From an optimization exercise on the open Yosys and OpenROAD flow, aimed at small area, a short achievable clock period and few clock cycles per item; shortcuts taken in it are not production practice.
RTL that was checked went through simulation tests only; none was proved equivalent to the original.
For run 1, only the layout was checked, not whether the RTL still works.
Power figures rest on the tool's default switching activity, not on a simulated workload. The flow treats the clock pin as an ideal source, which a real chip does not have.

`standard.sh`:
```
#!/bin/bash
# synth_recipe.tcl (not shown) runs the flow's synth.tcl, then flattens the netlist and writes it again
# the make line also repeats each setting of config.mk as NAME=value (left out here)
make -C /OpenROAD-flow-scripts/flow DESIGN_CONFIG=/design/flow/config.mk WORK_HOME=/design/flow/orfs CLKGATE_MAP_FILE= SYNTH_SCRIPT=/design/flow/synth_recipe.tcl "${@:-finish}"
```
`flow/run.sh`:
```
#!/bin/bash
# Standard ORFS layout with custom clock tree synthesis arguments.
set -o pipefail
export CTS_ARGS="-sink_clustering_enable -repair_clock_nets -dont_use_dummy_load -sink_clustering_size 30 -sink_clustering_max_diameter 90 -distance_between_buffers 200 -buf_list sky130_fd_sc_hd__clkbuf_16"
export BUFFER_PORTS_ARGS="-buffer_cell sky130_fd_sc_hd__buf_2"
bash standard.sh > standard.log 2>&1
```
`design.v`:
```
`default_nettype none
package lpd_pkg;
    localparam int DEF_MAX_PIXELS = 256;
    localparam int CFG_IDX_W  = 3;
    localparam int CFG_DATA_W = 16;
    localparam logic [CFG_IDX_W-1:0] CFG_NUM_PIXELS = 3'd0;
    localparam logic [CFG_IDX_W-1:0] CFG_ZERO_HIGH  = 3'd1;
    localparam logic [CFG_IDX_W-1:0] CFG_ONE_HIGH   = 3'd2;
    localparam logic [CFG_IDX_W-1:0] CFG_BIT_TICKS  = 3'd3;
    localparam logic [CFG_IDX_W-1:0] CFG_LATCH      = 3'd4;
    localparam logic [CFG_IDX_W-1:0] CFG_RED_SLOT   = 3'd5;
    localparam logic [CFG_IDX_W-1:0] CFG_GREEN_SLOT = 3'd6;
    localparam logic [CFG_IDX_W-1:0] CFG_BLUE_SLOT  = 3'd7;
    localparam logic [8:0]  RST_NUM_PIXELS = 9'd64;
    localparam logic [7:0]  RST_ZERO_HIGH  = 8'd5;
    localparam logic [7:0]  RST_ONE_HIGH   = 8'd13;
    localparam logic [7:0]  RST_BIT_TICKS  = 8'd20;
    localparam logic [15:0] RST_LATCH      = 16'd960;
    localparam logic [1:0]  RST_RED_SLOT   = 2'd1;
    localparam logic [1:0]  RST_GREEN_SLOT = 2'd0;
    localparam logic [1:0]  RST_BLUE_SLOT  = 2'd2;
    localparam int ROW_BYTES = 3;
    localparam int ROW_W     = 8 * ROW_BYTES;
    typedef enum logic [1:0] {
        OP_TICK  = 2'd0,
        OP_SET   = 2'd1,
        OP_CLEAR = 2'd2,
        OP_SHOW  = 2'd3
    } t_op;
    typedef enum logic [1:0] {
        PH_IDLE  = 2'd0,
        PH_SEND  = 2'd1,
        PH_LATCH = 2'd2
    } t_phase;
    typedef struct packed {
        logic [8:0]  num_pixels;
        logic [7:0]  zero_high;
        logic [7:0]  one_high;
        logic [7:0]  bit_ticks;
        logic [15:0] latch_ticks;
        logic [1:0]  red_slot;
        logic [1:0]  green_slot;
        logic [1:0]  blue_slot;
    } t_cfg;
    typedef struct packed {
        logic                 wr;
        logic                 clr;
        logic [ROW_BYTES-1:0] be;
        logic [ROW_W-1:0]     data;
    } t_store_req;
endpackage
`default_nettype wire
`default_nettype none
module lpd_store #(
    parameter int R = 16,
    parameter int L = 16
) (
    input  wire logic                                  i_clk,
    input  wire logic [R-1:0][lpd_pkg::ROW_BYTES-1:0]  i_wsel,
    input  wire logic [lpd_pkg::ROW_W-1:0]             i_wdata,
    input  wire logic [R-1:0]                          i_rsel,
    output logic [lpd_pkg::ROW_W-1:0]                  o_rd_row
);
    logic [R-1:0][L-1:0][lpd_pkg::ROW_W-1:0] mem;
    logic [R-1:0][lpd_pkg::ROW_W-1:0]        tail;
    always_comb begin
        for (int r = 0; r < R; r++) begin
            for (int s = 0; s < lpd_pkg::ROW_BYTES; s++) begin
                tail[r][8*s +: 8] = i_wsel[r][s] ? i_wdata[8*s +: 8] : mem[r][0][8*s +: 8];
            end
        end
    end
    always_ff @(posedge i_clk) begin
        for (int r = 0; r < R; r++) begin
            mem[r] <= {tail[r], mem[r][L-1:1]};
        end
    end
    always_comb begin
        o_rd_row = '0;
        for (int r = 0; r < R; r++) begin
            o_rd_row = o_rd_row | (mem[r][0] & {lpd_pkg::ROW_W{i_rsel[r]}});
        end
    end
endmodule
`default_nettype wire
`default_nettype none
module lpd_engine #(
    parameter int R = 16,
    parameter int L = 16
) (
    input  wire logic                      i_clk,
    input  wire logic                      i_rst_n,
    input  wire logic                      i_vld,
    input  wire logic                      i_room,
    input  wire logic [1:0]                i_op,
    input  wire logic                      i_in_range,
    input  wire logic                      i_slot_hit,
    input  wire logic                      i_vld_nx,
    input  wire logic [1:0]                i_op_nx,
    input  wire logic                      i_in_range_nx,
    input  wire logic                      i_slot_hit_nx,
    input  wire logic [7:0]                i_pixel_index,
    input  wire logic [lpd_pkg::ROW_W-1:0] i_set_data,
    input  wire logic [lpd_pkg::ROW_BYTES-1:0] i_set_be,
    input  wire lpd_pkg::t_cfg             i_cfg,
    output logic                           o_fire,
    output logic                           o_line_level,
    output logic                           o_busy,
    output logic                           o_hold_fires,
    output logic                           o_blocked_nx,
    output logic [$clog2(L)-1:0]           o_ph_nx,
    output logic [R-1:0][lpd_pkg::ROW_BYTES-1:0] o_wsel,
    output logic [lpd_pkg::ROW_W-1:0]      o_wdata,
    output logic [R-1:0]                   o_rsel,
    input  wire logic [lpd_pkg::ROW_W-1:0] i_rd_row
);
    localparam int PW = $clog2(L);
    localparam int RW = $clog2(R);
    logic [PW-1:0]    r_ph;
    logic             r_rclr;      
    logic             r_zarm;      
    logic             zact;
    logic             r_zact;      
    logic             r_wgo;       
    logic             idle_nx;
    logic             zact_nx;
    logic             wgo_nx;
    logic             zdone;
    logic             r_send;
    logic             r_latch_ph;
    logic [23:0]      r_sh;        
    logic [2:0]       r_bit;
    logic [1:0]       r_slot;
    logic [7:0]       r_bcnt;
    logic             r_bz;
    logic [7:0]       r_hcnt;
    logic [8:0]       r_tgt;       
    logic             r_plast;
    logic [23:0]      r_nxt;
    logic             r_nxt_ok;
    logic [15:0]      r_latch;
    logic             r_line;
    logic [PW-1:0]    r_tph;       
    logic [R-1:0]     r_tring;
    logic             r_tchg;      
    logic             tchg;
    logic             wr_tgt;
    logic             n_send, n_latch_ph;
    logic [23:0]      n_sh;
    logic [2:0]       n_bit;
    logic [1:0]       n_slot;
    logic [7:0]       n_bcnt;
    logic             n_bz;
    logic [7:0]       n_hcnt;
    logic [8:0]       n_tgt;
    logic             n_nxt_ok;
    logic [15:0]      n_latch;
    logic             n_line;
    logic             idle;
    logic [8:0]       n_eff;
    logic             n_zero;
    logic             in_range;
    logic             op_tick, op_set, op_clear, op_show;
    logic             set_wr;
    logic [2:0]       set_be;
    logic [23:0]      set_data;
    logic [7:0]       bt_m1;
    logic             oh_nz, zh_nz;
    logic             lt_zero;
    logic             cap;
    logic             nb;
    logic [23:0]      nxt_sh;
    assign idle     = !r_send && !r_latch_ph;
    assign n_eff    = i_cfg.num_pixels[8] ? 9'd256 : i_cfg.num_pixels;
    assign n_zero   = (i_cfg.num_pixels == 9'd0);
    assign in_range = i_in_range;
    assign bt_m1    = (i_cfg.bit_ticks == 8'd0) ? 8'd0 : i_cfg.bit_ticks - 8'd1;
    assign oh_nz    = (i_cfg.one_high != 8'd0);
    assign zh_nz    = (i_cfg.zero_high != 8'd0);
    assign lt_zero  = (i_cfg.latch_ticks == 16'd0);
    assign op_tick  = (i_op == 2'd0);
    assign op_set   = (i_op == 2'd1);
    assign op_clear = (i_op == 2'd2);
    assign op_show  = (i_op == 2'd3);
    assign set_be   = i_set_be;
    assign set_data = i_set_data;
    assign zact  = r_zact;
    assign zdone = zact && r_zarm && (r_ph == PW'(L - 1));
    always_comb begin
        o_fire = 1'b0;
        if (i_vld && i_room && !r_rclr) begin
            if (!idle || op_tick) begin
                o_fire = 1'b1;
            end else if (op_set) begin
                o_fire = !in_range || i_slot_hit;
            end else if (op_clear) begin
                o_fire = zdone;
            end else begin
                o_fire = n_zero || r_nxt_ok;
            end
        end
    end
    assign set_wr = r_wgo;
    assign idle_nx = o_fire ? !(n_send || n_latch_ph) : idle;
    assign zact_nx = (r_rclr && !zdone) || (i_vld_nx && (i_op_nx == 2'd2) && idle_nx);
    assign wgo_nx  = i_vld_nx && (i_op_nx == 2'd1) && idle_nx && i_in_range_nx && i_slot_hit_nx;
    always_comb begin
        for (int r = 0; r < R; r++) begin
            for (int s = 0; s < lpd_pkg::ROW_BYTES; s++) begin
                o_wsel[r][s] = zact
                    || (set_wr && (i_pixel_index[7:PW] == RW'(r)) && set_be[s]);
            end
        end
    end
    assign o_wdata = zact ? 24'd0 : set_data;
    assign o_rsel  = r_tring;
    assign o_ph_nx = r_ph + PW'(1);
    assign o_hold_fires = (op_set && (o_ph_nx == i_pixel_index[PW-1:0]))
                       || (op_clear && r_zarm && (r_ph == PW'(L - 2)))
                       || (op_show && (r_ph == '0));
    assign o_blocked_nx = r_rclr && !zdone;
    assign cap    = (r_ph == r_tph) && (!r_nxt_ok || idle) && !r_tchg;
    assign wr_tgt = zact || (set_wr && (i_pixel_index == 8'd0));
    assign nxt_sh = {r_nxt[7:0], r_nxt[15:8], r_nxt[23:16]};
    always_comb begin
        n_send     = r_send;
        n_latch_ph = r_latch_ph;
        n_sh       = r_sh;
        n_bit      = r_bit;
        n_slot     = r_slot;
        n_bcnt     = r_bcnt;
        n_bz       = r_bz;
        n_hcnt     = r_hcnt;
        n_tgt      = r_tgt;
        n_nxt_ok   = (r_nxt_ok || cap) && !wr_tgt;
        tchg       = 1'b0;
        n_latch    = r_latch;
        n_line     = r_line;
        nb         = 1'b0;
        if (op_tick && r_send) begin
            if (r_bz) begin
                n_bcnt = bt_m1;
                n_bz   = (bt_m1 == 8'd0);
                if (r_bit == 3'd7 && r_slot == 2'd2) begin
                    if (r_plast) begin
                        n_send     = 1'b0;
                        n_latch_ph = !lt_zero;
                        n_latch    = i_cfg.latch_ticks;
                        n_tgt      = 9'd0;
                        n_nxt_ok   = 1'b0;
                        tchg       = 1'b1;
                    end else begin
                        n_sh     = nxt_sh;
                        n_tgt    = r_tgt + 9'd1;
                        n_nxt_ok = 1'b0;
                        tchg     = 1'b1;
                    end
                    n_bit  = 3'd0;
                    n_slot = 2'd0;
                    nb     = r_nxt[7];
                end else begin
                    n_sh  = {r_sh[22:0], 1'b0};
                    n_bit = r_bit + 3'd1;
                    if (r_bit == 3'd7) begin
                        n_slot = r_slot + 2'd1;
                    end
                    nb = r_sh[22];
                end
                n_hcnt = nb ? i_cfg.one_high : i_cfg.zero_high;
                n_line = n_send && (nb ? oh_nz : zh_nz);
            end else begin
                n_bcnt = r_bcnt - 8'd1;
                n_bz   = (r_bcnt == 8'd1);
                n_hcnt = r_hcnt - {7'd0, (r_hcnt != 8'd0)};
                n_line = (r_hcnt[7:1] != 7'd0);
            end
        end else if (op_tick && r_latch_ph) begin
            n_latch = r_latch - 16'd1;
            if (r_latch == 16'd1) begin
                n_latch_ph = 1'b0;
            end
        end else if (idle && op_show) begin
            if (n_zero) begin
                n_latch_ph = !lt_zero;
                n_latch    = i_cfg.latch_ticks;
            end else begin
                n_send   = 1'b1;
                n_sh     = nxt_sh;
                n_bit    = 3'd0;
                n_slot   = 2'd0;
                n_bcnt   = bt_m1;
                n_bz     = (bt_m1 == 8'd0);
                n_tgt    = 9'd1;
                n_nxt_ok = 1'b0;
                tchg     = 1'b1;
                nb       = r_nxt[7];
                n_hcnt   = nb ? i_cfg.one_high : i_cfg.zero_high;
                n_line   = nb ? oh_nz : zh_nz;
            end
        end
    end
    assign o_line_level = n_line;
    assign o_busy       = n_send || n_latch_ph;
    always_ff @(posedge i_clk) begin
        if (!i_rst_n) begin
            r_ph     <= '0;
            r_rclr   <= 1'b1;
            r_zact   <= 1'b1;
            r_wgo    <= 1'b0;
            r_zarm   <= 1'b0;
            r_send   <= 1'b0;
            r_latch_ph <= 1'b0;
            r_tgt    <= 9'd0;
            r_nxt_ok <= 1'b0;
            r_line   <= 1'b0;
            r_tchg   <= 1'b1;
        end else begin
            r_tchg <= o_fire && tchg;
            r_ph   <= r_ph + PW'(1);
            r_rclr <= r_rclr && !zdone;
            r_zact <= zact_nx;
            r_wgo  <= wgo_nx;
            r_zarm <= zact && !zdone && (r_zarm || (r_ph == '0));
            if (o_fire) begin
                r_send     <= n_send;
                r_latch_ph <= n_latch_ph;
                r_tgt      <= n_tgt;
                r_nxt_ok   <= n_nxt_ok;
                r_line     <= n_line;
            end else begin
                r_nxt_ok   <= (r_nxt_ok || cap) && !wr_tgt;
            end
        end
    end
    always_ff @(posedge i_clk) begin
        if (o_fire) begin
            r_sh    <= n_sh;
            r_bit   <= n_bit;
            r_slot  <= n_slot;
            r_bcnt  <= n_bcnt;
            r_bz    <= n_bz;
            r_hcnt  <= n_hcnt;
            r_latch <= n_latch;
        end
        if (cap) begin
            r_nxt <= i_rd_row;
        end
        r_plast <= (r_tgt == n_eff);
        r_tph   <= r_tgt[PW-1:0];
        for (int r = 0; r < R; r++) begin
            r_tring[r] <= (r_tgt[PW +: RW] == RW'(r));
        end
    end
endmodule
`default_nettype wire
`default_nettype none
module addressable_led_pixel_driver_top #(
    parameter int MAX_PIXELS = lpd_pkg::DEF_MAX_PIXELS
) (
    input  wire logic                           i_clk,
    input  wire logic                           i_rst_n,
    input  wire logic                           i_cfg_we,
    input  wire logic [lpd_pkg::CFG_IDX_W-1:0]  i_cfg_idx,
    input  wire logic [lpd_pkg::CFG_DATA_W-1:0] i_cfg_data,
    input  wire logic                           i_item_valid,
    output logic                                o_item_ready,
    input  wire logic [1:0]                     i_item_op,
    input  wire logic [7:0]                     i_item_pixel_index,
    input  wire logic [7:0]                     i_item_red,
    input  wire logic [7:0]                     i_item_green,
    input  wire logic [7:0]                     i_item_blue,
    output logic                                o_res_valid,
    input  wire logic                           i_res_ready,
    output logic                                o_res_line_level,
    output logic                                o_res_busy
);
    localparam int L = 16;
    localparam int R = MAX_PIXELS / L;
    lpd_pkg::t_cfg        r_cfg;
    logic        r_rdy;
    logic        r_in_vld;
    logic [1:0]  r_op;
    logic [7:0]  r_idx;
    logic [lpd_pkg::ROW_W-1:0]     r_set_data;
    logic [lpd_pkg::ROW_BYTES-1:0] r_set_be;
    logic [lpd_pkg::ROW_W-1:0]     set_data;
    logic [lpd_pkg::ROW_BYTES-1:0] set_be;
    logic        r_q0_vld, r_q0_line, r_q0_busy;
    logic        r_q1_vld, r_q1_line, r_q1_busy;
    logic        fire;
    logic        line_nx;
    logic        busy_nx;
    logic        hold_fires;
    logic        blocked_nx;
    logic        pop;
    logic        q1_vld_nx;
    logic        in_vld_nx;
    logic        tick_nx;
    logic        held;
    logic        r_in_range;
    logic        r_slot_hit;
    logic [3:0]  ph_nx;
    logic [7:0]  idx_nx;
    logic [1:0]  op_nx;
    logic        in_range_in;
    logic        in_range_nx;
    logic        slot_hit_nx;
    logic [R-1:0][lpd_pkg::ROW_BYTES-1:0] wsel;
    logic [lpd_pkg::ROW_W-1:0] wdata;
    logic [R-1:0]              rsel;
    logic [lpd_pkg::ROW_W-1:0] rd_row;
    always_ff @(posedge i_clk) begin
        if (!i_rst_n) begin
            r_cfg.num_pixels  <= lpd_pkg::RST_NUM_PIXELS;
            r_cfg.zero_high   <= lpd_pkg::RST_ZERO_HIGH;
            r_cfg.one_high    <= lpd_pkg::RST_ONE_HIGH;
            r_cfg.bit_ticks   <= lpd_pkg::RST_BIT_TICKS;
            r_cfg.latch_ticks <= lpd_pkg::RST_LATCH;
            r_cfg.red_slot    <= lpd_pkg::RST_RED_SLOT;
            r_cfg.green_slot  <= lpd_pkg::RST_GREEN_SLOT;
            r_cfg.blue_slot   <= lpd_pkg::RST_BLUE_SLOT;
        end else if (i_cfg_we) begin
            unique case (i_cfg_idx)
                lpd_pkg::CFG_NUM_PIXELS: r_cfg.num_pixels  <= i_cfg_data[8:0];
                lpd_pkg::CFG_ZERO_HIGH:  r_cfg.zero_high   <= i_cfg_data[7:0];
                lpd_pkg::CFG_ONE_HIGH:   r_cfg.one_high    <= i_cfg_data[7:0];
                lpd_pkg::CFG_BIT_TICKS:  r_cfg.bit_ticks   <= i_cfg_data[7:0];
                lpd_pkg::CFG_LATCH:      r_cfg.latch_ticks <= i_cfg_data[15:0];
                lpd_pkg::CFG_RED_SLOT:   r_cfg.red_slot    <= i_cfg_data[1:0];
                lpd_pkg::CFG_GREEN_SLOT: r_cfg.green_slot  <= i_cfg_data[1:0];
                lpd_pkg::CFG_BLUE_SLOT:  r_cfg.blue_slot   <= i_cfg_data[1:0];
                default: begin
                end
            endcase
        end
    end
    assign pop = r_q0_vld && i_res_ready;
    always_ff @(posedge i_clk) begin
        if (!i_rst_n) begin
            r_q0_vld <= 1'b0;
            r_q1_vld <= 1'b0;
        end else if (!r_q0_vld || pop) begin
            r_q0_vld <= r_q1_vld || fire;
            r_q1_vld <= 1'b0;
        end else begin
            r_q1_vld <= r_q1_vld || fire;
        end
    end
    always_ff @(posedge i_clk) begin
        if (!i_rst_n) begin
            r_q0_line <= 1'b0;
            r_q0_busy <= 1'b0;
        end else if (!r_q0_vld || pop) begin
            r_q0_line <= r_q1_vld ? r_q1_line : line_nx;
            r_q0_busy <= r_q1_vld ? r_q1_busy : busy_nx;
        end
    end
    always_ff @(posedge i_clk) begin
        if (!r_q1_vld) begin
            r_q1_line <= line_nx;
            r_q1_busy <= busy_nx;
        end
    end
    assign q1_vld_nx = !(!r_q0_vld || pop) && (r_q1_vld || fire);
    assign held      = r_in_vld && !r_rdy && !fire;
    assign in_vld_nx = r_rdy ? i_item_valid : (r_in_vld && !fire);
    assign tick_nx   = r_rdy ? (i_item_op == 2'd0) : ((r_op == 2'd0) || (held && hold_fires));
    always_ff @(posedge i_clk) begin
        if (!i_rst_n) begin
            r_in_vld <= 1'b0;
            r_rdy    <= 1'b0;
        end else begin
            r_in_vld <= in_vld_nx;
            r_rdy    <= !in_vld_nx || (!blocked_nx && !q1_vld_nx && tick_nx);
        end
    end
    always_comb begin
        for (int s = 0; s < lpd_pkg::ROW_BYTES; s++) begin
            set_be[s] = (32'(r_cfg.red_slot) == s) || (32'(r_cfg.green_slot) == s)
                     || (32'(r_cfg.blue_slot) == s);
            if (32'(r_cfg.blue_slot) == s) begin
                set_data[8*s +: 8] = i_item_blue;
            end else if (32'(r_cfg.green_slot) == s) begin
                set_data[8*s +: 8] = i_item_green;
            end else begin
                set_data[8*s +: 8] = i_item_red;
            end
        end
    end
    assign idx_nx = r_rdy ? i_item_pixel_index : r_idx;
    assign op_nx       = r_rdy ? i_item_op : r_op;
    assign in_range_in = r_cfg.num_pixels[8] || (i_item_pixel_index < r_cfg.num_pixels[7:0]);
    assign in_range_nx = r_rdy ? in_range_in : r_in_range;
    assign slot_hit_nx = (ph_nx == idx_nx[3:0]);
    always_ff @(posedge i_clk) begin
        r_slot_hit <= slot_hit_nx;
        if (r_rdy) begin
            r_in_range <= in_range_in;
        end
    end
    always_ff @(posedge i_clk) begin
        if (r_rdy) begin
            r_op    <= i_item_op;
            r_idx   <= i_item_pixel_index;
            r_set_data <= set_data;
            r_set_be   <= set_be;
        end
    end
    assign o_item_ready     = r_rdy;
    assign o_res_valid      = r_q0_vld;
    assign o_res_line_level = r_q0_line;
    assign o_res_busy       = r_q0_busy;
    lpd_engine #(
        .R (R),
        .L (L)
    ) u_engine (
        .i_clk         (i_clk),
        .i_rst_n       (i_rst_n),
        .i_vld         (r_in_vld),
        .i_room        (!r_q1_vld),
        .i_op          (r_op),
        .i_in_range    (r_in_range),
        .i_slot_hit    (r_slot_hit),
        .i_vld_nx      (in_vld_nx),
        .i_op_nx       (op_nx),
        .i_in_range_nx (in_range_nx),
        .i_slot_hit_nx (slot_hit_nx),
        .i_pixel_index (r_idx),
        .i_set_data    (r_set_data),
        .i_set_be      (r_set_be),
        .i_cfg         (r_cfg),
        .o_fire        (fire),
        .o_line_level  (line_nx),
        .o_busy        (busy_nx),
        .o_hold_fires  (hold_fires),
        .o_blocked_nx  (blocked_nx),
        .o_ph_nx       (ph_nx),
        .o_wsel        (wsel),
        .o_wdata       (wdata),
        .o_rsel        (rsel),
        .i_rd_row      (rd_row)
    );
    lpd_store #(
        .R (R),
        .L (L)
    ) u_store (
        .i_clk    (i_clk),
        .i_wsel   (wsel),
        .i_wdata  (wdata),
        .i_rsel   (rsel),
        .o_rd_row (rd_row)
    );
endmodule
`default_nettype wire
```
`constraint.sdc`:
```
create_clock -name core_clock -period 6.0 [get_ports {i_clk}]
set_input_delay 1.2000 -clock core_clock [delete_from_list [all_inputs] [get_ports {i_clk}]]
set_output_delay 1.2000 -clock core_clock [all_outputs]
set_load 0.01 [all_outputs]
```
`config.mk`:
```
export PLATFORM = sky130hd
export DESIGN_NAME = addressable_led_pixel_driver_top
export DESIGN_NICKNAME = addressable_led_pixel_driver_top
export VERILOG_FILES = /design/flow/design.v
export SDC_FILE = /design/flow/constraint.sdc
export NUM_CORES = 4
export LEC_CHECK = 0
export CAP_MARGIN = 20
export CORE_MARGIN = 2
export CORE_UTILIZATION = 68
export PLACE_DENSITY = 0.72
export SETUP_SLACK_MARGIN = 3.5
export SLEW_MARGIN = 20
export SYNTH_MEMORY_MAX_BITS = 8192
export TNS_END_PERCENT = 10
```
==> run notes, run 1 <==
CP arrival -> 3.35 ns
final WL -> 259600 um
layout cells sized above 1 -> 0.05528
Seq pwr share -> 0.691
hold_buf cts -> 0
Synth Instances -> 8833
Critical-path top delay cell -> nand2_1
I/O pin cnt -> 62
Mean Syn Cell Area -> 16.07 sq um
number of synthesized register bits -> 6374
pwr dens -> 405.1 nW/um^2
Comb power frac -> 0.007
Setup CP Type -> reg2reg
Worst Path Required -> 6.68 ns
syn_nets -> 8912
Vias -> 59880
sequential share of the synthesized area -> 0.9074
Tmin final -> 2.666 ns
Core Area -> 207300 sq um
global-route wire length before repair -> 375800 um
Starting Density -> 0.6846
CP Launch Type -> flop
Psw -> 11.87 mW
Routed WL per cell -> 22.02 um
Synth area leader -> dfxtp_1
maximum VDD drop -> 0.0003283 V
DIE HEIGHT -> 460.8 um
global-route usage over all layers -> 0.2411
# DRC -> 0
Int Power -> 49.72 mW
Post-Route Skew -> 0.07927 ns
worst-path cell chain -> nand3b_1 -> nor3_2 -> buf_4 -> nand2_1 -> nand2_1 -> a21oi_1
clk root buf -> clkbuf_16
initial antenna violation count -> 13
CTS Buf Count -> 238
Post-synth EDFFs -> 116
drt via density -> 5.080
yosys warns -> 3
Max-Cap Viols -> 0
most used cell, CP -> nand2_1
Area growth syn-to-layout -> 7.152%
vias in the first global route -> 58870
Fin. Hold Viols -> 0
Final Setup Violations -> 0
Yosys top cell area share -> 0.8828
Antenna Nets Post-Route -> 0
top cells by area, synth -> dfxtp_1, edfxtp_1, a21oi_1
post-route cell area -> 152100 sq um
CTS tree -> yes
area of the die -> 212400 sq um
Placer Congestion -> 0.8558
Clock power frac -> 0.302
Die Width -> 460.8 um
commonest cells after routing, fill and taps aside -> dfxtp_1, nand2_1, a21oi_1
Max Freq -> 0.3750 GHz
largest net degree at the start of global routing -> 152
CP max stage delay -> 0.61 ns
Congestion Overflow GR -> 0
Rel. slew slack -> 0.1766
DR pass1 iterations -> 6
I/O Buffers -> 61
placed cell area -> 145600 sq um
unrepaired setup endpoints after global routing -> true
switching share of power -> 0.1928
1st-iter DRT viols -> 4744
Final Slew Violations -> 0
Crit Path Max Fanout -> 18
Final #Nets -> 9072
commonest non-fill, non-tap cell in the layout -> dfxtp_1
crit share post-route -> 0.4444
worst skew pair latency -> 0.90 ns
leakage -> 57.93 nW
Post-Synthesis Cell Area -> 141900 sq um
Sum Neg Setup Slack -> 0 ns
status -> complete, no violations
DPL Wire Length -> 155700 um
clk buf depth -> 4
row count -> 167
Synth async-reset ratio -> 0
Main synth FF type -> dfxtp_1
CP Capture Type -> flop
H-tree lvl count -> 4
Cell variety after synth -> 77
total clock sinks -> 6374
clock transition at the registers of the reported paths -> 0.11 ns
hold crit path type -> reg2reg
Least-Margin Pin Slew -> 1.235 ns
## per-layer routing
metal	wire, um	GRT usage
met5	0	0
met3	12590	0.02901
met2	119400	0.3876
met4	9651	0.08671
met1	117900	0.3412
## power by group through the flow
stage | Clock (mW) | Combinational, mW | Sequential [mW]
floorplan | 0 | 0.237 | 43.5
global placement | 0 | 0.395 | 43.5
detailed placement | 0 | 0.413 | 43.5
CTS | 18.9 | 0.434 | 42.5
global route | 20.3 | 0.466 | 42.6
finish | 18.6 | 0.449 | 42.5
## final cells by class
class / instances / area (sq um)
Multi-Input combinational cell: 2171 / 12240
Tap cell: 2788 / 3488
Sequential cell: 6374 / 128800
Clock buffer: 238 / 5956
Timing Repair Buffer: 177 / 1454
Inverter: 31 / 116.4
Antenna cell: 7 / 17.52
Fill cell: 12530 / 55220
## sequential cells by signal, indices dropped and copies added (netlist names), 4 cells and up
name	flops
r_idx	8
u_engine.r_tgt	9
u_engine.r_sh	23
u_engine.r_tring	16
r_set_data	24
u_engine.r_nxt	24
u_engine.r_bcnt	8
r_cfg	55
u_engine.r_tph	4
u_engine.r_ph	4
u_engine.r_hcnt	8
u_engine.r_latch	16
u_store.mem	6144
## synthesized netlist by cell type, drive strengths merged, types with 3 or more instances
cell and number:
dfxtp 6258, nand2 581, a21oi 456, nand3 416
clkbuf 241, edfxtp 116, nor2 108, a221oi 97
a22o 96, mux2i 59, o21ai 48, inv 31
xnor2 30, nand4 29, nor3 28, mux2 25
ha 21, nor4 19, xor2 18, buf 17
nand2b 16, a31oi 12, o211ai 12, and2 9
nor2b 8, nor3b 7, or3 7, and3 6
nand3b 6, and4 5, or4 5, a2111oi 4
a211oi 4, a21o 4, a41oi 3, o22ai 3
o31a 3, or2 3
## path summary, 6_finish.rpt
| path | endpoint | startpoint | slack [ns] | cells past startpoint |
|---|---|---|---|---|
| setup / recovery | u_store.mem[3446] | r_idx[6] | 3.33 | 6 |
| hold / removal | u_store.mem[2598] | u_store.mem[2622] | 0.26 | 0 |
| hold reg to reg | u_store.mem[2598] | u_store.mem[2622] | 0.26 | 0 |
| setup reg to reg | u_store.mem[3446] | r_idx[6] | 3.33 | 6 |
## through the flow
| step | setup WS [ns] | hold slack (ns) | std cells | power, mW | utilization |
|---|---|---|---|---|---|
| CTS | 3.294 | 0.2628 | 11760 | 61.89 | 0.7322 |
| global placement | 2.994 | 0.3095 | 11510 | 43.92 | 0.7021 |
| floorplan | 3.297 | 0.3096 | 8833 | 43.69 | - |
| global route | 3.295 | 0.2544 | 11780 | 63.30 | 0.7335 |
| detailed placement | 2.901 | 0.3121 | 11510 | 43.93 | 0.7024 |
| finish | 3.334 | 0.2616 | 11790 | 61.60 | 0.7336 |
## cell families (layout without fill, tap and decap cells)
family / Yosys count / in the layout / share of synthesized area
AO/OA/AOI/OAI: 758 / 758 / 0.03335
AND/OR/NAND/NOR: 1259 / 1260 / 0.04035
XOR/XNOR: 48 / 48 / 0.003015
flip-flops: 6374 / 6374 / 0.9074
adder cells (fa/ha/maj): 21 / 21 / 0.001852
buffers and inverters: 289 / 446 / 0.007821
multiplexers: 84 / 84 / 0.006234
other: 0 / 7 / 0
## critical path, delay by kind of cell, from the launching register on
kind            cells  cell delay (ns)
compound gates      1             0.09
buf+inv             1             0.52
flops               1             0.44
simple gates        4             1.40
## repair_timing
| action | 4_1_cts | 5_1_grt |
|---|---|---|
| buffers inserted | 9 | 12 |
| pin swaps | 2 | 10 |
| endpoints found under the setup margin | 194 | 223 |
| gates resized for setup | 13 | 24 |
| cloned | 3 | 1 |
==> run 2, diff against run 1 <==
--- a/design.v
+++ b/design.v
@@ -101,2 +101,3 @@
     input  wire logic                      i_slot_hit_nx,
+    input  wire logic [7:0]                i_pixel_index_nx,
     input  wire logic [7:0]                i_pixel_index,
@@ -127,2 +128,3 @@
     logic             wgo_nx;
+    logic [R-1:0]     r_wring;     
     logic             zdone;
@@ -209,4 +211,3 @@
             for (int s = 0; s < lpd_pkg::ROW_BYTES; s++) begin
-                o_wsel[r][s] = zact
-                    || (set_wr && (i_pixel_index[7:PW] == RW'(r)) && set_be[s]);
+                o_wsel[r][s] = zact || (r_wring[r] && set_be[s]);
             end
@@ -219,3 +220,3 @@
                        || (op_clear && r_zarm && (r_ph == PW'(L - 2)))
-                       || (op_show && (r_ph == '0));
+                       || (op_show && cap && !wr_tgt);
     assign o_blocked_nx = r_rclr && !zdone;
@@ -309,2 +310,3 @@
             r_wgo    <= 1'b0;
+            r_wring  <= '0;
             r_zarm   <= 1'b0;
@@ -322,2 +324,5 @@
             r_wgo  <= wgo_nx;
+            for (int r = 0; r < R; r++) begin
+                r_wring[r] <= wgo_nx && (i_pixel_index_nx[7:PW] == RW'(r));
+            end
             r_zarm <= zact && !zdone && (r_zarm || (r_ph == '0));
@@ -407,2 +412,3 @@
     logic        slot_hit_nx;
+    logic        in_free;
     logic [R-1:0][lpd_pkg::ROW_BYTES-1:0] wsel;
@@ -489,6 +495,7 @@
     end
-    assign idx_nx = r_rdy ? i_item_pixel_index : r_idx;
-    assign op_nx       = r_rdy ? i_item_op : r_op;
+    assign in_free = !r_in_vld || fire;
+    assign idx_nx  = in_free ? i_item_pixel_index : r_idx;
+    assign op_nx       = in_free ? i_item_op : r_op;
     assign in_range_in = r_cfg.num_pixels[8] || (i_item_pixel_index < r_cfg.num_pixels[7:0]);
-    assign in_range_nx = r_rdy ? in_range_in : r_in_range;
+    assign in_range_nx = in_free ? in_range_in : r_in_range;
     assign slot_hit_nx = (ph_nx == idx_nx[3:0]);
@@ -496,3 +503,3 @@
         r_slot_hit <= slot_hit_nx;
-        if (r_rdy) begin
+        if (in_free) begin
             r_in_range <= in_range_in;
@@ -501,3 +508,3 @@
     always_ff @(posedge i_clk) begin
-        if (r_rdy) begin
+        if (in_free) begin
             r_op    <= i_item_op;
@@ -527,2 +534,3 @@
         .i_slot_hit_nx (slot_hit_nx),
+        .i_pixel_index_nx (idx_nx),
         .i_pixel_index (r_idx),
--- a/config.mk
+++ b/config.mk
@@ -14,2 +14,2 @@
 export SYNTH_MEMORY_MAX_BITS = 8192
-export TNS_END_PERCENT = 10
+export TNS_END_PERCENT = 30
==> run 2 against run 1 <==
Net effect:
- critical endpoint is now u_engine.r_wring[12]
- still clean on timing, DRC and antenna
- via count rose by 1.9%
- clock skew fell by 0.012 ns
- flip-flop and latch count rose by 16
- clock power barely moved
- largest power group unchanged
- first-iteration DRC count rose by 5.2%
==> run notes, run 2 <==
Post-Synthesis Cell Area -> 142700 sq um
Mean Syn Cell Area -> 15.92 sq um
row count -> 168
unrepaired setup endpoints after global routing -> true
Tmin final -> 2.579 ns
area of the die -> 213600 sq um
# DRC -> 0
Post-synth EDFFs -> 112
global-route wire length before repair -> 372600 um
syn_nets -> 9044
Synth Instances -> 8965
layout cells sized above 1 -> 0.05653
fillcell total -> 12680
Post-Route Skew -> 0.06772 ns
busiest grt layer -> met2
clock transition at the registers of the reported paths -> 0.11 ns
final WL -> 256900 um
global-route met2 utilization -> 0.3626
max reg flops -> 6144
Fin. Hold Viols -> 0
global-route usage over all layers -> 0.2371
clk root buf -> clkbuf_16
Antenna Nets Post-Route -> 0
CTS tree -> yes
vias in the first global route -> 59250
worst-path cell chain -> ha_4 -> and4b_1 -> a22oi_2 -> nand2_4 -> or4_1 -> nand4_1 -> buf_4 -> nand4_4 -> buf_6 -> nor3_2
Area growth syn-to-layout -> 7.050%
CP arrival -> 3.38 ns
Synth area leader -> dfxtp_1
Congestion Overflow GR -> 0
commonest cells in the netlist -> dfxtp_1, nand2_1, a21oi_1, nand3_1, clkbuf_1
Max Freq -> 0.3878 GHz
met3 Usage GRT -> 0.03575
Critical-path top delay cell -> or4_1
Routed WL per cell -> 21.55 um
CTS Buf Count -> 236
Final #Nets -> 9192
count leader, synth -> dfxtp_1
flop-to-flop setup slack -> 3.42 ns
CP Launch Type -> flop
H-tree lvl count -> 4
Crit Path Max Fanout -> 6
Core Util, Final -> 0.7306
Final Setup Violations -> 0
Final Slew Violations -> 0
commonest non-fill, non-tap cell in the layout -> dfxtp_1
CP Capture Type -> flop
DR pass1 iterations -> 6
DPL Wire Length -> 153200 um
clk buf depth -> 4
top flop regs -> u_store.mem: 6144 flops, r_cfg: 55 flops
Starting Density -> 0.6824
Die Width -> 462.2 um
Max-Cap Viols -> 0
Setup CP Type -> reg2reg
DIE HEIGHT -> 462.2 um
Placer Congestion -> 0.8258
maximum VDD drop -> 0.0003444 V
Sum Neg Setup Slack -> 0 ns
total clock sinks -> 6390
Yosys top cell area share -> 0.8805
crit share post-route -> 0.4298
Least-Margin Pin Slew -> 1.224 ns
sequential share of the synthesized area -> 0.9041
initial antenna violation count -> 12
Vias -> 60990
leakage -> 58.21 nW
drt via density -> 5.115
Main synth FF type -> dfxtp_1
pwr dens -> 403.5 nW/um^2
CP max stage delay -> 0.49 ns
I/O Buffers -> 61
1st-iter DRT viols -> 4989
yosys warns -> 3
largest reg by FF count -> u_store.mem
Worst Path Required -> 6.80 ns
M1 GR Usage -> 0.3503
Core Area -> 209200 sq um
status -> complete, no violations
commonest cells after routing, fill and taps aside -> dfxtp_1, nand2_1, a21oi_1
number of synthesized register bits -> 6390
Cell variety after synth -> 81
hold crit path type -> reg2reg
I/O pin cnt -> 62
largest net degree at the start of global routing -> 151
top cells by area, synth -> dfxtp_1, edfxtp_1, nand2_1
Synth async-reset ratio -> 0
worst skew pair latency -> 0.89 ns
Rel. slew slack -> 0.1843
hold_buf cts -> 0
## run 2: cell count changes after synthesis, sizes merged, moves of 5 or more
cell	before	now
buf	17	35
a21oi	456	466
nand2	581	645
dfxtp	6258	6278
xor2	18	13
nor3	28	42
nand4	29	38
nor2b	8	14
## run 2: stage by stage
| step | instance area (sq um) | worst slack (ns) | total power, mW | instances | hold slack, ns |
|---|---|---|---|---|---|
| after global placement | 146300 | 2.426 | 44.07 | 11640 | 0.3095 |
| after floorplan | 142800 | 3.184 | 43.83 | 8965 | 0.3096 |
| after global routing | 152800 | 3.252 | 63.36 | 11920 | 0.2977 |
| final | 152800 | 3.421 | 61.65 | 11920 | 0.2868 |
| after detailed placement | 146300 | 2.331 | 44.08 | 11640 | 0.3121 |
| after CTS | 152600 | 3.350 | 61.96 | 11910 | 0.2881 |
## run 2: kinds of logic after synthesis
logic type	after synthesis	share of synthesized area
buf+inv	305	0.008258
xor+xnor	45	0.002761
mux	88	0.006434
fa+ha+maj	21	0.001841
simple gates	1346	0.04302
flops	6390	0.9041
compound gates	770	0.03359
## run 2: layout make-up
cell class | instances | area (sq um) | area share
antenna | 8 | 20.02 | 0.0001310
clock buffer | 236 | 5906 | 0.03865
inverter | 30 | 112.6 | 0.0007370
multi-input combinational | 2272 | 12810 | 0.08382
sequential | 6390 | 129100 | 0.8447
tap | 2805 | 3510 | 0.02297
timing repair buffer | 183 | 1376 | 0.009008
## run 2: worst paths after layout
check                           cells after the start              from                   end
worst min register to register                      0  u_store.mem[816]      u_store.mem[792]
worst max register to register                     10  u_engine.r_ph[1]  u_engine.r_wring[12]
worst max-delay path                               10  u_engine.r_ph[1]  u_engine.r_wring[12]
worst min-delay path                                0  u_store.mem[816]      u_store.mem[792]
## run 2: power by group
group / leakage (nW) / switching (mW) / internal (mW)
Sequential: 51.6 / 0.107 / 42.6
Clock: 2.91 / 11.4 / 7.08
Combinational: 3.67 / 0.349 / 0.141
## run 2: repair_timing
item                                    in CTS  in global routing
cloned                                       1                  1
gates resized for setup                     44                 14
endpoints found under the setup margin     268                 79
pin swaps                                    8                  6
setup buffers                               25                  8
## run 2: worst max-delay path, delay by kind of cell, from the launching register on
family	cells	cell delay, ns
AND/OR/NAND/NOR	6	1.33
flip-flops	1	0.37
buffers and inverters	2	0.35
AO/OA/AOI/OAI	1	0.27
adder cells (fa/ha/maj)	1	0.17
## run 2: per-layer routing
metal | wire [um] | share of wire
met3 | 15210 | 0.059
met4 | 9041 | 0.035
met5 | 27 | 0.00011
met2 | 112300 | 0.44
met1 | 120400 | 0.47
Testbench counts of run 2, summed over its fixed seeds: cycles 131,017, items 128,383.
==> run 3, diff against run 2 <==
==> flow/run.sh (replaced) <==
#!/bin/bash
# Standard ORFS layout with custom clock tree synthesis arguments.
set -o pipefail
export CTS_ARGS="-sink_clustering_enable -repair_clock_nets -dont_use_dummy_load -sink_clustering_size 28 -sink_clustering_max_diameter 90 -buf_list sky130_fd_sc_hd__clkbuf_16"
export BUFFER_PORTS_ARGS="-buffer_cell sky130_fd_sc_hd__buf_2"
bash standard.sh > standard.log 2>&1
--- a/config.mk
+++ b/config.mk
@@ -9,7 +9,5 @@
 export CORE_MARGIN = 2
-export CORE_UTILIZATION = 68
-export PLACE_DENSITY = 0.72
-export SETUP_SLACK_MARGIN = 3.5
+export CORE_UTILIZATION = 60
+export SETUP_SLACK_MARGIN = 3.6
 export SLEW_MARGIN = 20
 export SYNTH_MEMORY_MAX_BITS = 8192
-export TNS_END_PERCENT = 30
==> run 3 against run 2 <==
Net effect:
- still clean on timing, DRC and antenna
- sequential power is essentially flat
- area after synthesis is the same
- fmax grew 0.60%
- via count shrank 0.53%
- non-clock buffer count grew 42
==> run notes, run 3 <==
syn_nets -> 9044
Die Width -> 491.7 um
Least-Margin Pin Slew -> 1.298 ns
layout cells sized above 1 -> 0.07123
Worst Path Required -> 6.62 ns
H-tree lvl count -> 5
flop-to-flop setup slack -> 3.44 ns
total clock sinks -> 6390
Yosys top cell area share -> 0.8805
largest net degree at the start of global routing -> 145
maximum VDD drop -> 0.0003965 V
clock transition at the registers of the reported paths -> 0.10 ns
Final #Nets -> 9277
I/O Buffers -> 61
initial antenna violation count -> 9
Congestion Overflow GR -> 0
Synth area leader -> dfxtp_1
yosys warns -> 3
Int Power -> 51.17 mW
Cell variety after synth -> 81
Synth Area in Simple Gates -> 0.04302
global-route wire length before repair -> 377000 um
switching share of power -> 0.1918
Critical-path top delay cell -> a221oi_1
# DRC -> 0
busiest grt layer -> met1
multiplexer area fraction after synthesis -> 0.006434
largest family of logic cells by synthesized area -> simple AND/OR/NAND/NOR gates
Seq pwr share -> 0.673
leakage -> 59.29 nW
DR pass1 iterations -> 6
Rel. slew slack -> 0.1346
worst skew pair latency -> 0.94 ns
max reg flops -> 6144
global-route usage over all layers -> 0.2119
Post-Route Skew -> 0.09244 ns
met3 Usage GRT -> 0.03318
1st-iter DRT viols -> 4147
row count -> 179
CP Launch Type -> flop
Min-Delay Endpoint -> u_store.mem[5238]
I/O pin cnt -> 62
top flop regs -> u_store.mem: 6144 flops, r_cfg: 55 flops
CTS Buf Count -> 281
top cells by area, synth -> dfxtp_1, edfxtp_1, nand2_1
CP max stage delay -> 1.13 ns
post-route cell area -> 155200 sq um
adder-cell share of the synthesized area -> 0.001841
commonest cells after routing, fill and taps aside -> dfxtp_1, nand2_1, a21oi_1
Placer Congestion -> 0.7883
Area growth syn-to-layout -> 8.746%
Mean Syn Cell Area -> 15.92 sq um
drt via density -> 4.903
placed cell area -> 146800 sq um
Clock power frac -> 0.317
hold path startpoint -> u_store.mem[5262]
Vias -> 60670
Max-Cap Viols -> 0
Psw -> 12.14 mW
largest reg by FF count -> u_store.mem
CTS tree -> yes
Comb power frac -> 0.010
Antenna Nets Post-Route -> 0
sequential share of the synthesized area -> 0.9041
Sum Neg Setup Slack -> 0 ns
clk buf depth -> 4
final WL -> 261400 um
cell family with most CP delay -> compound AO/OA/AOI/OAI gates
Fin. Hold Viols -> 0
hold path depth -> 0
CP arrival -> 3.18 ns
pwr dens -> 407.9 nW/um^2
clk root buf -> clkbuf_16
count leader, synth -> dfxtp_1
commonest cells in the netlist -> dfxtp_1, nand2_1, a21oi_1, nand3_1, clkbuf_1
Setup CP Type -> reg2reg
xor/xnor cell area share of the yosys netlist -> 0.002761
Final Slew Violations -> 0
unrepaired setup endpoints after global routing -> true
CP Capture Type -> flop
DIE HEIGHT -> 491.7 um
Crit Path Max Fanout -> 15
Max Freq -> 0.3901 GHz
Starting Density -> 0.6018
Tmin final -> 2.563 ns
DPL Wire Length -> 155500 um
worst-path cell chain -> buf_4 -> a221oi_1 -> nand4_1
Core Area -> 237200 sq um
crit share post-route -> 0.4272
Routed WL per cell -> 21.13 um
status -> complete, no violations
M1 GR Usage -> 0.3206
Synth Area in Compound Gates -> 0.03359
Post-Synthesis Cell Area -> 142700 sq um
Synth async-reset ratio -> 0
Final Setup Violations -> 0
number of synthesized register bits -> 6390
Post-synth EDFFs -> 112
Crit Reg-Reg Startpoint -> u_engine.r_tring[3]
Main synth FF type -> dfxtp_1
R2R cell count -> 3
vias in the first global route -> 57630
area of the die -> 241800 sq um
global-route met2 utilization -> 0.3139
hold crit path type -> reg2reg
worst path bufs/invs -> 1
Crit Reg-Reg Endpoint -> u_engine.r_nxt[7]
Synth Instances -> 8965
commonest non-fill, non-tap cell in the layout -> dfxtp_1
[run 3: final cells by class]
| cell class | instances | area (sq um) |
|---|---|---|
| Antenna cell | 9 | 22.52 |
| Inverter | 30 | 120.1 |
| Tap cell | 3167 | 3963 |
| Clock buffer | 281 | 7032 |
| Timing Repair Buffer | 225 | 1968 |
| Multi-Input combinational cell | 2270 | 13030 |
| Sequential cell | 6390 | 129100 |
| Fill cell | 16780 | 81960 |
[run 3: power by group through the flow]
stage          combinational (mW)  clock (mW)  sequential, mW
4_1_cts                     0.551        20.6            42.6
5_1_grt                     0.636        22.1            42.6
3_3_place_gp                0.513           0            43.6
3_5_place_dp                0.519           0            43.6
6_report                    0.610        20.1            42.6
2_1_floorplan               0.273           0            43.6
[run 3: how the worst max path moves through the flow]
stage / end / depth (start not counted) / startpoint / slack (ns)
2_1_floorplan: u_engine.r_wring[6] / 9 / i_item_pixel_index[6] / 3.22
3_3_place_gp: u_engine.r_wring[15] / 9 / i_item_pixel_index[2] / 2.42
3_5_place_dp: u_engine.r_wring[5] / 9 / i_item_pixel_index[6] / 2.54
4_1_cts: o_res_valid / 1 / r_q0_vld / 3.39
5_1_grt: o_res_line_level / 1 / r_q0_line / 3.39
6_report: u_engine.r_nxt[7] / 3 / u_engine.r_tring[3] / 3.44
[run 3: routing by layer]
metal / up-vias / wire (um) / part of all wire
met5: - / 13 / 0.000050
met4: 2 / 8061 / 0.031
met3: 464 / 12590 / 0.048
met2: 1343 / 111800 / 0.43
met1: 29620 / 129000 / 0.49
li1: 29240 / - / -
[run 3: worst reg2reg max path, delay by kind of cell, from the launching register on]
family	cells	cell delay (ns)
and+or+nand+nor	1	0.20
DFF	1	0.52
AOI/OAI and AO/OA	1	1.17
buffers and inverters	1	0.39
[run 3: kinds of logic after synthesis]
logic type,count (synthesis)
buffers and inverters,305
xor gates and xnor gates,45
muxes,88
DFF,6390
and+or+nand+nor,1346
AOI/OAI and AO/OA,770
adders and majority gates,21
[run 3: through the flow]
step	total power, mW	worst slack [ns]	instances	util	hold WS (ns)
global placement	44.11	2.418	12010	0.6188	0.3095
CTS	63.79	3.388	12330	0.6513	0.2781
detailed placement	44.11	2.536	12010	0.6189	0.3121
floorplan	43.83	3.221	8965	-	0.3096
global route	65.33	3.392	12370	0.6543	0.2820
finish	63.31	3.437	12370	0.6544	0.2767
[run 3: timing repair]
item                       CTS  global route
gates resized for setup     79            67
pin swaps                   16            15
hold buffers                 0             0
buffers inserted            28            35
cloned                       4             3
setup endpoints to repair  327            50

[port drivers added, routing unchanged]
The results above use ideal ports. As a check the final layouts listed here were re-extracted and re-timed, cells and wires unchanged. Step 1, drivers: a clkbuf_16 drives i_clk and a buf_2 each remaining input, both assumed. Step 2 adds t to the input delays and takes it off the output delays; t is the mean of the earliest and latest rising clock arrival at the registers after step 1. Input paths then give back, and output paths get back, about the clock's delay inside the block. a / b / c = no drivers / after step 1 / after step 2; a / b = the first two.
run	t, ns	slack for setup (ns)	slew at the worst register clock pin (ns)
run 1	0.936	3.334 / 3.269 / 3.073	0.11 / 0.11
run 2	0.947	3.421 / 3.399 / 2.619	0.11 / 0.11
run 3	0.982	3.437 / 3.381 / 2.705	0.10 / 0.10
After both steps setup and hold are still met in every run listed. The setup slack of run 2, which loses most, moves by -0.022 ns with the drivers and by -0.802 ns with both steps.
